Background: an optimization exercise with open tools, aiming at small area, a short achievable clock period and few clock cycles per item. Do not read the settings as production practice. RTL that was checked went through simulation tests only; none was proved equivalent to the original.

==> try-indigo <==
Design vedic_mult_seq, start of the top module:
module vedic_mult_seq
#(
  parameter int WIDTH = 64,
  parameter int DIGIT = 16
) (
  input  logic               clk,
  input  logic               rst_n,
  input  logic               in_valid_i,
  output logic               in_ready_o,
  input  logic [WIDTH-1:0]   a_i,
  input  logic [WIDTH-1:0]   b_i,
  input  logic               abort_i,
  output logic               busy_o,
  output logic               out_valid_o,
  input  logic               out_ready_i,
  output logic [2*WIDTH-1:0] p_o
);
==> module vedic_mult_seq, before the edit <==
module vedic_mult_seq
#(
  parameter int WIDTH = 64,
  parameter int DIGIT = 16
) (
  input  logic               clk,
  input  logic               rst_n,
  input  logic               in_valid_i,
  output logic               in_ready_o,
  input  logic [WIDTH-1:0]   a_i,
  input  logic [WIDTH-1:0]   b_i,
  input  logic               abort_i,
  output logic               busy_o,
  output logic               out_valid_o,
  input  logic               out_ready_i,
  output logic [2*WIDTH-1:0] p_o
);
  localparam int PW = 2 * WIDTH;
  localparam int NC = vedic_pkg::CS_BITS;
  localparam int NR = vedic_pkg::NROW;
  logic adv_q, v0_q, v1_q, e0_q, e1_q, e2_q, busy_q;
  logic advn_q, e0n_q;
  logic adv_d, v0_d, v1_d, e0_d, e1_d, e2_d;
  logic [WIDTH-1:0] a_q;
  logic [NR-1:0]    one_q, two_q, neg_q;
  logic             top_q;
  logic [NC-1:0]    cs_q;
  logic [PW-1:0]    q0_q, q1_q, q2_q;
  logic [NC-1:0]    w_cs;
  logic [PW-1:0]    w_prod;
  logic [NR-1:0]    w_one, w_two, w_neg;
  vedic_booth_enc u_enc (
    .b_i   (b_i),
    .one_o (w_one),
    .two_o (w_two),
    .neg_o (w_neg)
  );
  vedic_pp_tree u_tree (
    .a_i  (a_q),
    .one  (one_q),
    .two  (two_q),
    .neg  (neg_q),
    .top_i(top_q),
    .cs_o (w_cs)
  );
  vedic_sum u_sum (
    .cs_i (cs_q),
    .p_o  (w_prod)
  );
  logic       w_accept, w_pop, w_push;
  logic [1:0] w_cnt;
  assign w_accept = in_valid_i & adv_q;
  assign w_pop    = e0_q & out_ready_i;
  assign w_push   = v1_q;
  always_comb begin
    w_cnt = 2'(e0_q) + 2'(e1_q) + 2'(e2_q) - 2'(w_pop) + 2'(w_push);
    if (abort_i) begin
      v0_d = w_accept;
      v1_d = 1'b0;
      e0_d = 1'b0;
      e1_d = 1'b0;
      e2_d = 1'b0;
    end else begin
      v0_d = adv_q ? in_valid_i : v0_q;
      v1_d = adv_q & v0_q;
      e0_d = (w_cnt != 2'd0);
      e1_d = w_cnt[1];
      e2_d = (w_cnt == 2'd3);
    end
    adv_d = (3'(e0_d) + 3'(e1_d) + 3'(e2_d) + 3'(v1_d) + 3'(v0_d)) <= 3'd3;
  end
  always_ff @(posedge clk or negedge rst_n) begin
    if (!rst_n) begin
      adv_q  <= 1'b1;
      advn_q <= 1'b0;
      e0n_q  <= 1'b1;
      v0_q   <= 1'b0;
      v1_q   <= 1'b0;
      e0_q   <= 1'b0;
      e1_q   <= 1'b0;
      e2_q   <= 1'b0;
      busy_q <= 1'b0;
    end else begin
      adv_q  <= adv_d;
      advn_q <= ~adv_d;
      e0n_q  <= ~e0_d;
      v0_q   <= v0_d;
      v1_q   <= v1_d;
      e0_q   <= e0_d;
      e1_q   <= e1_d;
      e2_q   <= e2_d;
      busy_q <= v0_d | v1_d | e0_d;
    end
  end
  always_ff @(posedge clk) begin
    if (!advn_q) begin
      a_q   <= a_i;
      one_q <= w_one;
      two_q <= w_two;
      neg_q <= w_neg;
      top_q <= b_i[WIDTH-1];
    end
    cs_q <= w_cs;
    if (out_ready_i | e0n_q) q0_q <= e1_q ? q1_q : w_prod;
    if (out_ready_i | ~e1_q) q1_q <= e2_q ? q2_q : w_prod;
    if (out_ready_i | ~e2_q) q2_q <= w_prod;
  end
  assign in_ready_o  = adv_q;
  assign busy_o      = busy_q;   
  assign out_valid_o = e0_q;
  assign p_o         = q0_q;
endmodule
==> flow/config.mk <==
export PLATFORM = sky130hd
export DESIGN_NAME = vedic_mult_seq
export DESIGN_NICKNAME = vedic_mult_seq
export VERILOG_FILES = /design/flow/design.v
export SDC_FILE = /design/flow/constraint.sdc
export NUM_CORES = 4
export LEC_CHECK = 0
export ABC_AREA = 1
export CAP_MARGIN = 30
export CORE_MARGIN = 2
export CORE_UTILIZATION = 35
export CTS_BUF_LIST = sky130_fd_sc_hd__clkbuf_8
export PLACE_DENSITY = 0.45
export SLEW_MARGIN = 30
==> flow/constraint.sdc <==
create_clock -name core_clock -period 12.0 [get_ports {clk}]
set_input_delay 2.4000 -clock core_clock [delete_from_list [all_inputs] [get_ports {clk}]]
set_output_delay 2.4000 -clock core_clock [all_outputs]
set_load 0.01 [all_outputs]
standard.sh (not shown) runs the stock make flow with config.mk's settings and CLKGATE_MAP_FILE= SYNTH_SCRIPT=/design/flow/synth_recipe.tcl, a recipe that flattens the netlist after the stock synthesis.
==> flow/flow/run.sh <==
#!/bin/bash
# The standard layout with these changes:
# - synthesis skips the generic ABC pass inside Yosys's synth (SYNTH_ARGS=-noabc), so that the
#   full adders of the multiplier tree are extracted without inverters between them; registers
#   and everything else in the synthesis stay as standard.sh makes them;
# - every port still gets its own buffer, but a plain buf_4 rather than the delay cell that
#   buffer_ports picks by default;
# - timing repair is asked to leave 7.6 ns of setup slack at the 12 ns clock, so that
#   repair_timing works on the real critical paths.
set -euo pipefail
export SYNTH_ARGS=-noabc
export BUFFER_PORTS_ARGS="-buffer_cell sky130_fd_sc_hd__buf_4"
export SETUP_SLACK_MARGIN=7.6
bash standard.sh > standard_flow.log 2>&1
==> inputs of try-xenon, as changes to try-indigo <==
--- a/flow/config.mk
+++ b/flow/config.mk
@@ -9,6 +9,5 @@
 export CAP_MARGIN = 30
 export CORE_MARGIN = 2
-export CORE_UTILIZATION = 35
-export CTS_BUF_LIST = sky130_fd_sc_hd__clkbuf_8
-export PLACE_DENSITY = 0.45
+export CORE_UTILIZATION = 40
+export PLACE_DENSITY = 0.55
 export SLEW_MARGIN = 30
==> inputs of try-fjord, as changes to try-indigo <==
--- a/flow/design.v
+++ b/flow/design.v
@@ -6200,5 +6200,4 @@
   localparam int NR = vedic_pkg::NROW;
   logic adv_q, v0_q, v1_q, e0_q, e1_q, e2_q, busy_q;
-  logic advn_q, e0n_q;
   logic adv_d, v0_d, v1_d, e0_d, e1_d, e2_d;
   logic [WIDTH-1:0] a_q;
@@ -6253,6 +6252,4 @@
     if (!rst_n) begin
       adv_q  <= 1'b1;
-      advn_q <= 1'b0;
-      e0n_q  <= 1'b1;
       v0_q   <= 1'b0;
       v1_q   <= 1'b0;
@@ -6263,6 +6260,4 @@
     end else begin
       adv_q  <= adv_d;
-      advn_q <= ~adv_d;
-      e0n_q  <= ~e0_d;
       v0_q   <= v0_d;
       v1_q   <= v1_d;
@@ -6274,5 +6269,5 @@
   end
   always_ff @(posedge clk) begin
-    if (!advn_q) begin
+    if (adv_q) begin
       a_q   <= a_i;
       one_q <= w_one;
@@ -6282,7 +6277,7 @@
     end
     cs_q <= w_cs;
-    if (out_ready_i | e0n_q) q0_q <= e1_q ? q1_q : w_prod;
-    if (out_ready_i | ~e1_q) q1_q <= e2_q ? q2_q : w_prod;
-    if (out_ready_i | ~e2_q) q2_q <= w_prod;
+    if (w_pop | ~e0_q) q0_q <= e1_q ? q1_q : w_prod;
+    if (w_pop | ~e1_q) q1_q <= e2_q ? q2_q : w_prod;
+    if (w_pop | ~e2_q) q2_q <= w_prod;
   end
   assign in_ready_o  = adv_q;
--- a/flow/config.mk
+++ b/flow/config.mk
@@ -7,8 +7,7 @@
 export LEC_CHECK = 0
 export ABC_AREA = 1
-export CAP_MARGIN = 30
+export CAP_MARGIN = 20
 export CORE_MARGIN = 2
 export CORE_UTILIZATION = 35
-export CTS_BUF_LIST = sky130_fd_sc_hd__clkbuf_8
 export PLACE_DENSITY = 0.45
-export SLEW_MARGIN = 30
+export SLEW_MARGIN = 20
==> results.toml <==
[clock_network]
clock-sinks = 971

[cells_and_area]
bufAreaShareNonClock_pct = 7.03
diodes = 53

[critical_path]
critPathMaxStageDelay_ps = 600
startpoint = "neg_q[8]"
cp_num_cells = 10

[detailed_routing]
routed-via-count = 101114
drt_pre_antenna_iters = 12

[logic_synthesis]
ys_types = 45
seq_area_frac_synth_pct = 21.8

[sta]
period_share_pct = 37.4
skew_ps = 44.9
whs_ps = 507

[global_routing]
antenna_found_initial = 35

[status]
status = "complete, no violations"
# the run above: try-fjord

==> results.toml <==
[logic_synthesis]
seq_area_frac_synth_pct = 21.8
ys_types = 43

[detailed_routing]
drt_pre_antenna_iters = 11

[critical_path]
cp_num_cells = 11
critPathMaxStageDelay_ps = 620
startpoint = "a_q[63]"

[clock_network]
cts_tree = "done"
clock-sinks = 973

[sta]
skew_ps = 82.3

[cells_and_area]
bufAreaShareNonClock_pct = 6.16
diodes = 14

[status]
status = "complete, no violations"

[global_routing]
antenna_found_initial = 34
# the run above: try-xenon

==> results.toml <==
[critical_path]
critPathMaxStageDelay_ps = 650
startpoint = "cs_q[149]"

[cells_and_area]
diodes = 49
bufAreaShareNonClock_pct = 8.00

[logic_synthesis]
ys_types = 43

[sta]
whs_ps = 442

[global_routing]
antenna_found_initial = 59

[detailed_routing]
drt_pre_antenna_iters = 19
routed-via-count = 103757

[status]
status = "complete, no violations"
# the run above: try-indigo

Testbench counts of try-indigo, summed over its fixed seeds: cycles 1,624, items 1,600.
Testbench counts of try-xenon, summed over its fixed seeds: cycles 1,624, items 1,600.
No functional check of the RTL was part of try-fjord.

## afterwards: timing with drivers on the ports
No port has a modelled driver above. Below, the same layouts with a new extraction and two added sets of constraints.
Step 1 (the two cells are an assumption about what drives the block):
set clk [get_ports {clk}]
set_driving_cell -lib_cell sky130_fd_sc_hd__clkbuf_16 $clk
set_driving_cell -lib_cell sky130_fd_sc_hd__buf_2 [delete_from_list [all_inputs] $clk]
Step 2 also shifts input and output timing later by t, the mid clock arrival at the registers, as if the neighbouring blocks saw the same clock.
Three values: no drivers, after step 1, after step 2; two values: the first two.
run	shift t [ns]	setup slack, ns	latest minus earliest clock arrival (ns)	slew at the worst register clock pin (ns)
try-indigo	1.157	7.449 / 7.449 / 6.858	0.118 / 0.118	0.07 / 0.07
try-xenon	0.920	7.505 / 7.505 / 6.862	0.083 / 0.083	0.07 / 0.07
try-fjord	0.956	7.509 / 7.509 / 6.906	0.045 / 0.045	0.07 / 0.07
After both steps setup and hold are still met in every run listed. For try-xenon, which loses most, drivers alone change the setup slack by 0.000 ns; drivers and shift together by -0.643 ns.
